Source: an optimization exercise on an open RTL-to-GDS flow (aim: small area). Production flows keep margins and buffers that such runs may drop. The RTL was checked by simulation tests, not by an equivalence proof against the original design. Power and IR drop assume default switching activity.

--- flow/design.v ---
`default_nettype none
package link_pkg;
  localparam int CLKS_PER_BIT = 8;
  localparam logic [7:0] SYNC_REQ = 8'hAA;
  localparam logic [7:0] SYNC_RSP = 8'h55;
  localparam logic [7:0] CMD_WRITE = 8'h01;
  localparam logic [7:0] CMD_READ = 8'h02;
  localparam int MAX_LEN = 16;
  localparam logic [7:0] SW_ADDR = 8'hFF;
  localparam logic [15:0] CRC_INIT = 16'hFFFF;
  localparam logic [15:0] CRC_POLY = 16'h1021;
  localparam logic [7:0] ST_OK = 8'h00;
  localparam logic [7:0] ST_BAD_CMD = 8'h01;
  typedef struct packed {
    logic       valid;
    logic [7:0] data;
  } byte_beat_t;
  typedef struct packed {
    logic       strobe;
    logic [7:0] addr;
    logic [7:0] data;
  } wr_req_t;
  typedef struct packed {
    logic [7:0] cmd;
    logic [7:0] addr;
    logic [4:0] len;
    logic [7:0] status;
  } reply_cmd_t;
  function automatic logic [15:0] crc16_step(input logic [15:0] crc, input logic [7:0] data);
    logic [15:0] c;
    c = crc ^ {data, 8'h00};
    for (int i = 0; i < 8; i++) begin
      if (c[15]) begin
        c = {c[14:0], 1'b0} ^ CRC_POLY;
      end else begin
        c = {c[14:0], 1'b0};
      end
    end
    crc16_step = c;
  endfunction
endpackage
`default_nettype wire
`default_nettype none
module uart_rx (
  input  wire logic           clk,
  input  wire logic           rst_n,
  input  wire logic           rxd,
  output link_pkg::byte_beat_t rx_beat
);
  localparam int CW = $clog2(link_pkg::CLKS_PER_BIT);
  localparam logic [CW-1:0] FULL = CW'(link_pkg::CLKS_PER_BIT - 1);
  localparam logic [CW-1:0] HALF = CW'(link_pkg::CLKS_PER_BIT / 2 - 1);
  typedef enum logic [1:0] {S_IDLE, S_START, S_DATA, S_STOP} state_t;
  state_t        state;
  logic          rxd_meta;
  logic          rxd_sync;
  logic          rxd_prev;
  logic [CW-1:0] cnt;
  logic [2:0]    bit_idx;
  logic [7:0]    shift;
  logic          rx_valid;
  always_ff @(posedge clk) begin
    if (!rst_n) begin
      rxd_meta <= 1'b1;
      rxd_sync <= 1'b1;
      rxd_prev <= 1'b1;
    end else begin
      rxd_meta <= rxd;
      rxd_sync <= rxd_meta;
      rxd_prev <= rxd_sync;
    end
  end
  always_ff @(posedge clk) begin
    if (!rst_n) begin
      state    <= S_IDLE;
      cnt      <= '0;
      bit_idx  <= '0;
      rx_valid <= 1'b0;
    end else begin
      rx_valid <= 1'b0;
      case (state)
        S_IDLE: begin
          if (rxd_prev && !rxd_sync) begin
            state <= S_START;
            cnt   <= '0;
          end
        end
        S_START: begin
          if (cnt == HALF) begin
            cnt     <= '0;
            bit_idx <= '0;
            state   <= rxd_sync ? S_IDLE : S_DATA;
          end else begin
            cnt <= cnt + 1'b1;
          end
        end
        S_DATA: begin
          if (cnt == FULL) begin
            cnt     <= '0;
            shift   <= {rxd_sync, shift[7:1]};
            bit_idx <= bit_idx + 1'b1;
            if (bit_idx == 3'd7) begin
              state <= S_STOP;
            end
          end else begin
            cnt <= cnt + 1'b1;
          end
        end
        S_STOP: begin
          if (cnt == FULL) begin
            cnt      <= '0;
            state    <= S_IDLE;
            rx_valid <= rxd_sync;
          end else begin
            cnt <= cnt + 1'b1;
          end
        end
        default: state <= S_IDLE;
      endcase
    end
  end
  assign rx_beat.valid = rx_valid;
  assign rx_beat.data  = shift;
endmodule
`default_nettype wire
`default_nettype none
module frame_rx (
  input  wire logic                 clk,
  input  wire logic                 rst_n,
  input  wire link_pkg::byte_beat_t rx_beat,
  output link_pkg::wr_req_t         wr_req,
  output link_pkg::reply_cmd_t      cmd,
  output logic                      cmd_valid,
  input  wire logic                 cmd_ready
);
  localparam int IW = $clog2(link_pkg::MAX_LEN);
  typedef enum logic [3:0] {
    S_SYNC, S_CMD, S_ADDR, S_LEN, S_DATA, S_CRC_HI, S_CRC_LO, S_COMMIT, S_REPLY
  } state_t;
  state_t      state;
  logic [7:0]  cmd_byte;
  logic [7:0]  base_addr;
  logic [4:0]  len;
  logic [4:0]  cnt;
  logic [15:0] crc;
  logic [15:0] crc_next;
  logic [7:0]  crc_hi;
  logic [7:0]  stage [link_pkg::MAX_LEN];
  logic        len_ok;
  logic        is_write;
  assign crc_next = link_pkg::crc16_step(crc, rx_beat.data);
  assign len_ok   = rx_beat.data != 8'd0 && rx_beat.data <= 8'(link_pkg::MAX_LEN);
  assign is_write = cmd_byte == link_pkg::CMD_WRITE;
  always_ff @(posedge clk) begin
    if (!rst_n) begin
      state <= S_SYNC;
      cnt   <= '0;
      crc   <= link_pkg::CRC_INIT;
    end else begin
      case (state)
        S_SYNC: begin
          if (rx_beat.valid && rx_beat.data == link_pkg::SYNC_REQ) begin
            crc   <= link_pkg::CRC_INIT;
            state <= S_CMD;
          end
        end
        S_CMD: begin
          if (rx_beat.valid) begin
            crc   <= crc_next;
            state <= S_ADDR;
          end
        end
        S_ADDR: begin
          if (rx_beat.valid) begin
            crc   <= crc_next;
            state <= S_LEN;
          end
        end
        S_LEN: begin
          if (rx_beat.valid) begin
            crc   <= crc_next;
            cnt   <= '0;
            if (!len_ok) begin
              state <= S_SYNC;
            end else begin
              state <= is_write ? S_DATA : S_CRC_HI;
            end
          end
        end
        S_DATA: begin
          if (rx_beat.valid) begin
            crc <= crc_next;
            cnt <= cnt + 1'b1;
            if (cnt == len - 5'd1) begin
              state <= S_CRC_HI;
            end
          end
        end
        S_CRC_HI: begin
          if (rx_beat.valid) begin
            state <= S_CRC_LO;
          end
        end
        S_CRC_LO: begin
          if (rx_beat.valid) begin
            cnt <= '0;
            if ({crc_hi, rx_beat.data} != crc) begin
              state <= S_SYNC;
            end else begin
              state <= is_write ? S_COMMIT : S_REPLY;
            end
          end
        end
        S_COMMIT: begin
          cnt <= cnt + 1'b1;
          if (cnt == len - 5'd1) begin
            state <= S_REPLY;
          end
        end
        S_REPLY: begin
          if (cmd_ready) begin
            state <= S_SYNC;
          end
        end
        default: state <= S_SYNC;
      endcase
    end
  end
  always_ff @(posedge clk) begin
    if (rx_beat.valid) begin
      case (state)
        S_CMD:    cmd_byte <= rx_beat.data;
        S_ADDR:   base_addr <= rx_beat.data;
        S_LEN:    len <= rx_beat.data[4:0];
        S_DATA:   stage[cnt[IW-1:0]] <= rx_beat.data;
        S_CRC_HI: crc_hi <= rx_beat.data;
        default:  ;
      endcase
    end
  end
  assign wr_req.strobe = state == S_COMMIT;
  assign wr_req.addr   = base_addr + {3'b000, cnt};
  assign wr_req.data   = stage[cnt[IW-1:0]];
  assign cmd.cmd    = cmd_byte;
  assign cmd.addr   = base_addr;
  assign cmd.len    = len;
  assign cmd.status = (is_write || cmd_byte == link_pkg::CMD_READ) ?
                      link_pkg::ST_OK : link_pkg::ST_BAD_CMD;
  assign cmd_valid  = state == S_REPLY;
endmodule
`default_nettype wire
`default_nettype none
module reg_block (
  input  wire logic              clk,
  input  wire logic              rst_n,
  input  wire link_pkg::wr_req_t wr_req,
  input  wire logic [7:0]        rd_addr,
  output logic [7:0]             rd_data,
  input  wire logic [7:0]        sw,
  output logic [7:0]             led
);
  localparam int DEPTH = 255;
  logic [7:0] regs [DEPTH];
  always_ff @(posedge clk) begin
    if (!rst_n) begin
      for (int i = 0; i < DEPTH; i++) begin
        regs[i] <= '0;
      end
    end else if (wr_req.strobe && wr_req.addr != link_pkg::SW_ADDR) begin
      regs[wr_req.addr] <= wr_req.data;
    end
  end
  always_ff @(posedge clk) begin
    if (!rst_n) begin
      rd_data <= '0;
    end else if (rd_addr == link_pkg::SW_ADDR) begin
      rd_data <= sw;
    end else begin
      rd_data <= regs[rd_addr];
    end
  end
  assign led = regs[0];
endmodule
`default_nettype wire
`default_nettype none
module reply_tx (
  input  wire logic                   clk,
  input  wire logic                   rst_n,
  input  wire link_pkg::reply_cmd_t   cmd,
  input  wire logic                   cmd_valid,
  output logic                        cmd_ready,
  output logic [7:0]                  rd_addr,
  input  wire logic [7:0]             rd_data,
  output link_pkg::byte_beat_t        tx_beat,
  input  wire logic                   tx_ready
);
  typedef enum logic [2:0] {S_IDLE, S_HDR, S_FETCH, S_DATA, S_CRC_HI, S_CRC_LO} state_t;
  state_t               state;
  link_pkg::reply_cmd_t rc;
  logic [2:0]           hdr_idx;
  logic [7:0]           hdr_next;
  logic [4:0]           cnt;
  logic [15:0]          crc;
  logic [7:0]           rd_ptr;
  logic                 tx_valid;
  logic [7:0]           tx_data;
  logic                 taken;
  logic                 has_data;
  assign taken     = tx_valid && tx_ready;
  assign has_data  = rc.cmd == link_pkg::CMD_READ && rc.status == link_pkg::ST_OK;
  assign cmd_ready = state == S_IDLE;
  assign rd_addr   = rd_ptr;
  assign tx_beat.valid = tx_valid;
  assign tx_beat.data  = tx_data;
  always_comb begin
    case (hdr_idx)
      3'd0:    hdr_next = rc.cmd;
      3'd1:    hdr_next = rc.addr;
      3'd2:    hdr_next = {3'b000, rc.len};
      default: hdr_next = rc.status;
    endcase
  end
  always_ff @(posedge clk) begin
    if (!rst_n) begin
      state    <= S_IDLE;
      tx_valid <= 1'b0;
      hdr_idx  <= '0;
      cnt      <= '0;
      crc      <= link_pkg::CRC_INIT;
    end else begin
      case (state)
        S_IDLE: begin
          if (cmd_valid) begin
            rc       <= cmd;
            rd_ptr   <= cmd.addr;
            tx_data  <= link_pkg::SYNC_RSP;
            tx_valid <= 1'b1;
            hdr_idx  <= '0;
            cnt      <= '0;
            crc      <= link_pkg::CRC_INIT;
            state    <= S_HDR;
          end
        end
        S_HDR: begin
          if (taken) begin
            if (hdr_idx != 3'd4) begin
              tx_data <= hdr_next;
              crc     <= link_pkg::crc16_step(crc, hdr_next);
              hdr_idx <= hdr_idx + 1'b1;
            end else if (has_data) begin
              tx_valid <= 1'b0;
              state    <= S_FETCH;
            end else begin
              tx_data <= crc[15:8];
              state   <= S_CRC_HI;
            end
          end
        end
        S_FETCH: begin
          tx_data  <= rd_data;
          tx_valid <= 1'b1;
          crc      <= link_pkg::crc16_step(crc, rd_data);
          rd_ptr   <= rd_ptr + 1'b1;
          cnt      <= cnt + 1'b1;
          state    <= S_DATA;
        end
        S_DATA: begin
          if (taken) begin
            if (cnt == rc.len) begin
              tx_data <= crc[15:8];
              state   <= S_CRC_HI;
            end else begin
              tx_valid <= 1'b0;
              state    <= S_FETCH;
            end
          end
        end
        S_CRC_HI: begin
          if (taken) begin
            tx_data <= crc[7:0];
            state   <= S_CRC_LO;
          end
        end
        S_CRC_LO: begin
          if (taken) begin
            tx_valid <= 1'b0;
            state    <= S_IDLE;
          end
        end
        default: state <= S_IDLE;
      endcase
    end
  end
endmodule
`default_nettype wire
`default_nettype none
module uart_tx (
  input  wire logic                 clk,
  input  wire logic                 rst_n,
  input  wire link_pkg::byte_beat_t tx_beat,
  output logic                      tx_ready,
  output logic                      txd
);
  localparam int CW = $clog2(link_pkg::CLKS_PER_BIT);
  localparam logic [CW-1:0] FULL = CW'(link_pkg::CLKS_PER_BIT - 1);
  logic          busy;
  logic [CW-1:0] cnt;
  logic [3:0]    bit_idx;
  logic [9:0]    shift;
  assign tx_ready = !busy;
  assign txd      = shift[0];
  always_ff @(posedge clk) begin
    if (!rst_n) begin
      busy    <= 1'b0;
      cnt     <= '0;
      bit_idx <= '0;
      shift   <= '1;
    end else if (!busy) begin
      if (tx_beat.valid) begin
        shift   <= {1'b1, tx_beat.data, 1'b0};
        busy    <= 1'b1;
        cnt     <= '0;
        bit_idx <= '0;
      end
    end else if (cnt == FULL) begin
      cnt   <= '0;
      shift <= {1'b1, shift[9:1]};
      if (bit_idx == 4'd9) begin
        busy <= 1'b0;
      end else begin
        bit_idx <= bit_idx + 1'b1;
      end
    end else begin
      cnt <= cnt + 1'b1;
    end
  end
endmodule
`default_nettype wire
`default_nettype none
module serial_link_top (
  input  wire logic       clk,
  input  wire logic       rst_n,
  input  wire logic       rxd,
  input  wire logic [7:0] sw,
  output logic            txd,
  output logic [7:0]      led
);
  link_pkg::byte_beat_t rx_beat;
  link_pkg::byte_beat_t tx_beat;
  link_pkg::wr_req_t    wr_req;
  link_pkg::reply_cmd_t cmd;
  logic                 cmd_valid;
  logic                 cmd_ready;
  logic                 tx_ready;
  logic [7:0]           rd_addr;
  logic [7:0]           rd_data;
  uart_rx uart_rx (.clk(clk),
                   .rst_n(rst_n),
                   .rxd(rxd),
                   .rx_beat(rx_beat));
  frame_rx frame_rx (.clk(clk),         .wr_req(wr_req),
                     .rst_n(rst_n),     .cmd(cmd),
                     .rx_beat(rx_beat), .cmd_valid(cmd_valid),
                     .cmd_ready(cmd_ready));
  reg_block reg_block (.clk(clk),         .rd_data(rd_data),
                       .rst_n(rst_n),     .led(led),
                       .wr_req(wr_req),
                       .rd_addr(rd_addr),
                       .sw(sw));
  reply_tx reply_tx (.clk(clk),             .cmd_ready(cmd_ready),
                     .rst_n(rst_n),         .rd_addr(rd_addr),
                     .cmd(cmd),             .tx_beat(tx_beat),
                     .cmd_valid(cmd_valid),
                     .rd_data(rd_data),
                     .tx_ready(tx_ready));
  uart_tx uart_tx (.clk(clk),         .tx_ready(tx_ready),
                   .rst_n(rst_n),     .txd(txd),
                   .tx_beat(tx_beat));
endmodule
`default_nettype wire
--- flow/run.sh ---
#!/bin/bash
# synth_recipe.tcl (not shown) runs the flow's synth.tcl, then flattens the netlist and writes it again
# the make line also repeats each setting of config.mk as NAME=value (left out here)
make -C /OpenROAD-flow-scripts/flow DESIGN_CONFIG=/design/flow/config.mk WORK_HOME=/design/flow/orfs CLKGATE_MAP_FILE= SYNTH_SCRIPT=/design/flow/synth_recipe.tcl finish
--- flow/config.mk ---
export PLATFORM = sky130hd
export DESIGN_NAME = serial_link_top
export DESIGN_NICKNAME = serial_link_top
export VERILOG_FILES = /design/flow/design.v
export SDC_FILE = /design/flow/constraint.sdc
export NUM_CORES = 4
export LEC_CHECK = 0
export CAP_MARGIN = 20
export CORE_MARGIN = 2
export CORE_UTILIZATION = 40
export SLEW_MARGIN = 20
--- flow/constraint.sdc ---
create_clock -name core_clock -period 10.0 [get_ports {clk}]
set_input_delay 2.0000 -clock core_clock [delete_from_list [all_inputs] [get_ports {clk}]]
set_output_delay 2.0000 -clock core_clock [all_outputs]
set_load 0.01 [all_outputs]
==> flow_summary.yaml <==
logic_synthesis:
  synth_area_leaders: "edfxtp_1, nor2_1, mux4_2"
  ys_async_sr_fraction: 0
  synth_top_cell_area_share: 0.643
  synth_mux_area_frac: 0.121
  yosysMostFrequentCell: "edfxtp_1"
  synth_cells: 7769
  synth_compound_area_frac: 0.0506
  ys_types: 91
  synth_top_family_by_area: "multiplexers"
  dominantRegCellSynth: "edfxtp_1"
  ys_top_cells_by_count: "edfxtp_1, nor2_1, nand2_1"
  synth_simple_gate_area_frac: 0.117
  synth_area_um2: 105000
  synth_top_cell_by_area: "edfxtp_1"
  synth-edff-count: 2251
  synthAdderAreaFrac: 0.00329
  syn_avg_cell_area_um2: 13.5
  synth_seq_cells: 2353
  synth_warnings: 5
  synthXorXnorAreaFrac: 0.00933
  yosysSeqAreaShare: 0.663
global_routing:
  grt_pass1_wl_um: 480000
  grt_max_degree: 138
  antenna_found_initial: 13
  grt_pass1_vias: 65200
  grtUsageTotal: 0.252
  overflow: 0
finish:
  design_area_um2: 115000
  syn2layout_area_growth_pct: 9.64
  drive_above_1_share: 0.125
  nNetsFinal: 7619
worst_setup_path:
  arrival_ps: 6570
  r2r_start: "frame_rx.base_addr[0]"
  path_delay_family: "compound AO/OA/AOI/OAI gates"
  crit_fanout: 82
  r2r_slack_ps: 3930
  slowest_delay_ps: 950
  r2r_cells: 10
  cp-start-kind: "flop"
  end_kind: "flop"
  worstPathRequired_ps: 10500
  critPathBufInv: 1
  startpoint: "frame_rx.base_addr[0]"
  reg2reg_to: "reg_block.regs[242][2]"
  cp_num_cells: 10
  path_class: "reg2reg"
  slowest_stage: "a21oi_4"
  cp-endpoint: "reg_block.regs[242][2]"
  path_cells: "ha_1 > fa_1 > a21oi_1 > o21bai_1 > a21oi_1 > o21ai_0 > a21oi_4 > nand3_4 > buf_4 > o21ai_0"
place:
  placed_area_um2: 108000
  portBuffers: 19
  dp_hpwl_um: 223000
  place_congestion: 0.963
clocking:
  clock_latency_ps: 910
  cts.path.max_buffers: 3
  clk_pin_slew_worst_paths_ps: 60
  cts_tree: "built"
  cts_setup_buffers: 0
  hold_buffers: 0
  h-tree-depth: 4
  cts_num_sinks: 2353
  numCtsBuffers: 237
  root_buffer: "clkbuf_16"
  cts-resized-gates: 0
sta:
  fmax_mhz: 165
  finalSetupTns_ps: 0
  maxSlewHeadroom: 0.177
  finalHoldViolCount: 0
  slew_violations: 0
  worst_pin_slew_ps: 1230
  fin_crit_sh: 0.607
  setup_violations: 0
  rsz0062_at_grt: "false"
  skew_ps: 78.3
  fin_crit_ps: 6070
drt:
  via_count: 68500
  wl_per_cell_um: 30.3
  detail-route-antenna-nets: 0
  drt_pass1_iterations: 8
  drc: 0
  wl_um: 342000
  vias_per_cell: 6.06
  drtIter0Drc: 10300
floorplanning:
  fp-row-count: 188
  start_util: 0.401
  die-area_um2: 267000
  die_height_um: 517
  die_width_um: 517
  ios: 20
  core_area_um2: 262000
worst_hold_path:
  worstHoldStart: "uart_rx.rxd_meta"
  hold_path_class: "reg2reg"
power:
  cellPowerDensity_nw_per_um2: 177
  ir_worst_vdd_mv: 0.168
  p_leak_nw: 39.2
run:
  drv_cap: 0
status:
  status: "complete, no violations"
layer usage:
| layer | part of all wire | up-vias | global-route usage |
|---|---|---|---|
| li1 | - | 28400 | - |
| met4 | 0.056 | 4 | 0.123 |
| met1 | 0.37 | 34700 | 0.334 |
| met3 | 0.12 | 815 | 0.0637 |
| met2 | 0.45 | 4581 | 0.388 |
| met5 | 0.000079 | - | 0 |
where the power goes:
part           internal (mW)  switching (mW)  leakage (nW)
Sequential              11.0           0.117          23.8
Combinational          0.133           0.317          11.7
Clock                   4.95            3.88          3.70
logic make-up after synthesis:
family / Yosys count
AOI/OAI and AO/OA: 822
xor gates and xnor gates: 112
adders and majority gates: 27
buffers and inverters: 645
DFF: 2353
muxes: 818
other: 1
and+or+nand+nor: 2991
worst min path at each step:
| stage | endpoint | slack, ps | cells past startpoint |
|---|---|---|---|
| finish | uart_rx.rxd_sync | 410 | 1 |
| detailed placement | uart_rx.rxd_sync | 400 | 1 |
| global placement | uart_rx.rxd_sync | 400 | 1 |
| CTS | uart_rx.rxd_sync | 410 | 1 |
| floorplan | uart_rx.rxd_sync | 390 | 1 |
| global route | uart_rx.rxd_sync | 430 | 1 |
stage by stage:
step	hold WS, ps	instances	setup slack (ps)	power, mW	utilization
floorplan	386	7776	6180	11.6	-
global placement	398	10900	3590	11.8	0.411
detailed placement	397	10900	3460	11.8	0.411
CTS	412	11300	4140	20.5	0.440
global route	432	11300	3810	20.9	0.440
finish	408	11300	3930	20.4	0.440
area by class of cell:
| class | count | area (um2) |
|---|---|---|
| Clock buffer | 289 | 6250 |
| Tap cell | 3515 | 4400 |
| Antenna cell | 4 | 10.0 |
| Fill cell | 23300 | 147000 |
| Clock inverter | 148 | 1350 |
| Inverter | 39 | 151 |
| Multi-Input combinational cell | 4778 | 32000 |
| Sequential cell | 2353 | 69700 |
| Timing Repair Buffer | 172 | 1420 |
cell usage in the layout, fill, tap and decap left out, drive strengths merged, types with 62 or more instances in the layout:
cell type | synthesis | final
edfxtp | 2251 | 2251
nor2 | 2076 | 2076
nand2 | 444 | 444
mux2i | 441 | 441
mux4 | 345 | 345
clkbuf | 259 | 289
o21ai | 270 | 270
nand3 | 163 | 163
nor3 | 155 | 155
buf | 346 | 154
o22ai | 133 | 133
a21oi | 131 | 131
clkinv | 3 | 105
dfxtp | 102 | 102
o221ai | 73 | 73
xnor2 | 62 | 62
registers in the layout (all words and copies together), names as in the netlist, 9 cells and up, named ones only:
register        count
frame_rx.stage    128
frame_rx.crc       16
reg_block.regs   2048
reply_tx.crc       16
reply_tx.rc        22
uart_tx.shift       9
worst register-to-register path, stage by stage (launching register included):
cell and delay (ps):
edfxtp_1 410, ha_1 250, fa_1 460, a21oi_1 180
o21bai_1 120, a21oi_1 520, o21ai_0 380, a21oi_4 950
nand3_4 780, buf_4 650, o21ai_0 1000

## port drivers added, routing unchanged
In the flow no input, the clock included, has a driving cell. The finished layout below was timed again as built, in two steps. Step 1: set_driving_cell puts a clkbuf_16 on clk and a buf_2 on each other input, an assumption about the parent block. Step 2, shift: input delay + t, output delay - t, t = (earliest + latest rising clock arrival at the registers) / 2. This alone moves slack from input paths to output paths. Slacks: no drivers / after step 1 / after step 2; pairs: no drivers / after step 1.
shift t [ns]: 0.967
setup slack, ns: 3.935 / 3.935 / 3.232
worst slew at a driven data input, ns: 0.06
After both steps this run still meets setup and hold. The setup slack of this run moves by 0.000 ns with the drivers and by -0.703 ns with both steps.
